This design comes from an exercise in tuning for small area and few clock cycles per item on the open sky130 flow, not from production work. No functional check of the RTL was part of any run shown here.

==> flow/design.v, too long to show whole: its modules and the start of the top module <==
// module cmplx_round_sat: 19 lines
// module complex_mult_stream: 2786 lines
module complex_mult_stream
#(
  parameter int DIN_W  = cmplx_pkg::DIN_W_DEF,
  parameter int DOUT_W = cmplx_pkg::DOUT_W_DEF,
  parameter int SHIFT  = cmplx_pkg::SHIFT_DEF,
  parameter int TAG_W  = cmplx_pkg::TAG_W_DEF
) (
  input  logic                     i_clk,
  input  logic                     i_rst,
  input  logic                     i_valid,
  output logic                     o_ready,
  input  logic signed [DIN_W-1:0]  i_real_h,
  input  logic signed [DIN_W-1:0]  i_imag_h,
  input  logic signed [DIN_W-1:0]  i_real_y,
  input  logic signed [DIN_W-1:0]  i_imag_y,
  input  logic                     i_conj,
  input  logic [TAG_W-1:0]         i_tag,
  output logic                     o_valid,
  input  logic                     i_ready,
  output logic signed [DOUT_W-1:0] o_real,
  output logic signed [DOUT_W-1:0] o_imag,
  output logic [TAG_W-1:0]         o_tag,
  output logic                     o_ovf
);
  // ...
==> flow/run.sh <==
#!/bin/bash
# synth_recipe.tcl (not shown) runs the flow's synth.tcl, then flattens the netlist and writes it again
# the make line also repeats each setting of config.mk as NAME=value (left out here)
make -C /OpenROAD-flow-scripts/flow DESIGN_CONFIG=/design/flow/config.mk WORK_HOME=/design/flow/orfs CLKGATE_MAP_FILE= SYNTH_SCRIPT=/design/flow/synth_recipe.tcl finish
==> flow/config.mk <==
export PLATFORM = sky130hd
export DESIGN_NAME = complex_mult_stream
export DESIGN_NICKNAME = complex_mult_stream
export VERILOG_FILES = /design/flow/design.v
export SDC_FILE = /design/flow/constraint.sdc
export NUM_CORES = 4
export LEC_CHECK = 0
export ABC_AREA = 1
export CAP_MARGIN = 20
export CORE_MARGIN = 2
export CORE_UTILIZATION = 40
export PLACE_DENSITY = 0.6
export SLEW_MARGIN = 20
==> flow/constraint.sdc <==
create_clock -name core_clock -period 7.5 [get_ports {i_clk}]
set_input_delay 1.5000 -clock core_clock [delete_from_list [all_inputs] [get_ports {i_clk}]]
set_output_delay 1.5000 -clock core_clock [all_outputs]
set_load 0.01 [all_outputs]
==> results.cfg, run 1 <==
[die]
rows = 91
die_w_um = 252.5
initial_utilization_pct = 40.24
dieArea_um2 = 63740

[synth]
synth_top_cell_by_area = fa_1
ys_ff_latch = 42
synthCells = 3392
netlist_area_um2 = 24700

[placed_design]
hpwl_mm = 88.23
io_buffers = 119
dp_cells = 4870

[timing]
setup_ws_ns = -2.891
post-route-period-util_pct = 138.5
max_slew_margin_pct = 63.27
fin_skew_ns = 0.001837
setup_viol = 33
tightest_slew_ns = 0.5452

[critical_path]
cpMostUsedCell = fa_2
crit_start = i_real_h[7]

[layout]
mostFrequentLayoutCell = buf_4
area_delta_synth_final_pct = 35.20
nMultiInputCombCells = 2623
drive_above_1_share_pct = 25.90

[global_route]
antenna_found_initial = 2

[detailed_routing]
drc = 0
drt-vias-per-instance = 5.364
wl_per_cell_um = 20.93

[cts]
cts-resized-gates = 143

[run_status]
status = complete, but fails checks
check.faults = setup timing
==> run 2, diff against run 1 <==
--- a/flow/config.mk
+++ b/flow/config.mk
@@ -5,7 +5,6 @@
 export SDC_FILE = /design/flow/constraint.sdc
 export NUM_CORES = 4
 export LEC_CHECK = 0
-export ABC_AREA = 1
 export CAP_MARGIN = 20
 export CORE_MARGIN = 2
 export CORE_UTILIZATION = 40
==> results.cfg, run 2 <==
[run_status]
status = complete, but fails checks
check.faults = setup timing

[cts]
cts_root_buf = clkbuf_16
cts_buffers = 5
hold_buffers = 0
ctsHtreeMaxLevel = 2
clock_sinks = 42
clkLatencyLatePin_ns = 0.28
clkTransAtPathRegs_ns = 0.06
tritoncts = built
clockBufferDepth = 2

[critical_path]
r2r_cells = 2
rr_startpoint = o_valid
critical_path_peak_fanout = 8
crit_type = in -> reg
critPathLaunchType = primary input
crit_path_end_kind = flip-flop
reg2reg_to = o_real[3]
endpoint = o_imag[3]
cp.arrival_ns = 11.09
slowest_delay_ns = 0.51
crit_start = i_imag_h[1]
cp_slowest_cell = fa_1
cpMostUsedCell = fa_2
reg2reg_slack_ns = 6.31
worstPathRequired_ns = 7.53

[layout]
multiInputGateArea_um2 = 26500
mostFrequentLayoutCell = buf_4
fillers = 7186
area_delta_synth_final_pct = 29.81
drive_above_1_share_pct = 25.34
final_cell_mix = 875 x buf_4, 562 x a21oi_1, 341 x fa_1
seqCellArea_um2 = 1251
nets = 5217
biggestRegsByFlops = o_imag x16, o_real x16, o_tag x8
final_area_um2 = 38680

[timing]
rsz0062_at_grt = yes
setup_viol = 33
setup_ws_ns = -3.558
max_slew_margin_pct = 38.81
fmax_mhz = 90.43
hold_viol_final = 0
tns_ns = -115.78
slew_viol_final = 0
fin_crit_ns = 11.06
post-route-period-util_pct = 147.4
fin_skew_ns = 0.005507
whs_ns = 0.9098
tightest_slew_ns = 0.9179

[detailed_routing]
vias = 35080
wl_per_cell_um = 23.03
first_iter_violations = 4624
dr.pass1.iters = 8
drt-vias-per-instance = 6.224
wl_mm = 129.8
drc = 0
final_antenna_net_count = 0

[synth]
netlist_area_um2 = 29800
synthDistinctLibCells = 94
ys_seq_area_share_pct = 4.199
synthTopCellsByCount = 572 x a21oi_1, 431 x clkbuf_1, 396 x fa_1
ys_async_sr_fraction_pct = 0
synth.area.top_cells = fa_1 27%, a21oi_1 9.6%, clkbuf_1 5.4%, o22ai_1 5.2%, o21ai_0 4.9%
synth_most_common_cell = a21oi_1
synthFlopType = edfxtp_1
synth_top_area_share_pct = 26.61
syn-num-nets = 4670
avgSynthCellArea_um2 = 7.237
synth_edf_count = 41
synthCells = 4117
ys_ff_latch = 42
synth_top_cell_by_area = fa_1
yosysWarnings = 1

[die]
rows = 100
pin_count = 120
initial_utilization_pct = 40.23
chipHeight_um = 276.9
dieArea_um2 = 76690
placeableCoreArea_um2 = 74070
die_w_um = 276.9

[placed_design]
io_buffers = 119
placed_cell_area_um2 = 37690
hpwl_mm = 101.8
dp_worst_setup_slack_ns = -4.405
gp_congestion = 1.020

[hold_path]
hold_start = o_valid
hp-class = reg -> reg

[global_route]
gr-total-overflow = 0
grt_use_total_pct = 32.79
grt_max_degree = 94
grt_pass1_wl_mm = 197.7
first_global_vias = 32460
antenna_found_initial = 4

[job]
max_cap_violations = 0
## run 2: worst max-delay path, delay by kind of cell
| family | cells | cell delay (ns) |
|---|---|---|
| buf+inv | 14 | 1.22 |
| fa+ha+maj | 18 | 6.40 |
| xor+xnor | 1 | 0.18 |
| compound gates | 5 | 0.76 |
| simple gates | 7 | 0.99 |
## run 2: worst min-delay path by stage
stage	end	cells after the start
2_1_floorplan	o_valid	2
3_3_place_gp	o_tag[2]	2
3_5_place_dp	o_tag[2]	2
4_1_cts	o_tag[5]	2
5_1_grt	o_tag[4]	2
6_report	o_tag[4]	2
## run 2: metal layers
metal	wire, µm	vias to the layer above	GRT usage, %
met1	51810	16700	44.88
met5	15	-	0
li1	-	15900	-
met2	55940	2106	49.47
met4	7976	2	17.13
met3	14040	374	5.754
## run 2: cell type report
cell class | instances | area share [%]
Multi-Input combinational cell | 3248 | 68.51
Antenna cell | 2 | 0.01294
Tap cell | 969 | 3.134
Inverter | 336 | 3.277
Clock buffer | 5 | 0.3235
Clock inverter | 3 | 0.04852
Sequential cell | 42 | 3.235
Timing Repair Buffer | 1031 | 21.46
## run 2: through the flow
| step | util [%] | instances |
|---|---|---|
| global route | 52.21 | 5634 |
| finish | 52.22 | 5636 |
| floorplan | - | 4117 |
| global placement | 50.89 | 5597 |
| detailed placement | 50.89 | 5597 |
| CTS | 51.78 | 5626 |
## run 2: cells by family after synthesis
kind of cell | share of synthesized area, %
xor+xnor | 4.523
compound gates | 36.82
buf+inv | 10.59
simple gates | 12.45
mux | 0.3107
fa+ha+maj | 31.11
flops | 4.199
## run 2: what timing repair did
action / 4_1_cts / 5_1_grt
cloned: 2 / 1
gates resized for setup: 101 / 65
setup endpoints to repair: 33 / 33
pin swaps: 85 / 60
setup buffers: 22 / 8

[what the ideal ports hide]
How much do the figures lean on ideal ports? The routed layouts below were timed once more, with nothing changed but the port constraints. Step 1 sets driving cells, clkbuf_16 on the clock port and buf_2 on the other inputs (assumed; they add their load-dependent delay and slew). Step 2 also shifts input and output timing later by t, the mid clock arrival at the registers, as if the neighbouring blocks saw the same clock. Three values: no drivers, after step 1, after step 2; two values: the first two.
| run | t, ns | setup WS [ns] | worst setup path at the end | worst register clock-pin slew, ns | cell pins on the clock port's net |
|---|---|---|---|---|---|
| run 1 | 0.319 | -2.891 / -2.895 / -3.214 | input to register | 0.06 / 0.06 | 1 |
| run 2 | 0.315 | -3.558 / -3.646 / -3.960 | input to register | 0.06 / 0.06 | 1 |
For run 2, which loses most, drivers alone change the setup slack by -0.088 ns; drivers and shift together by -0.402 ns.
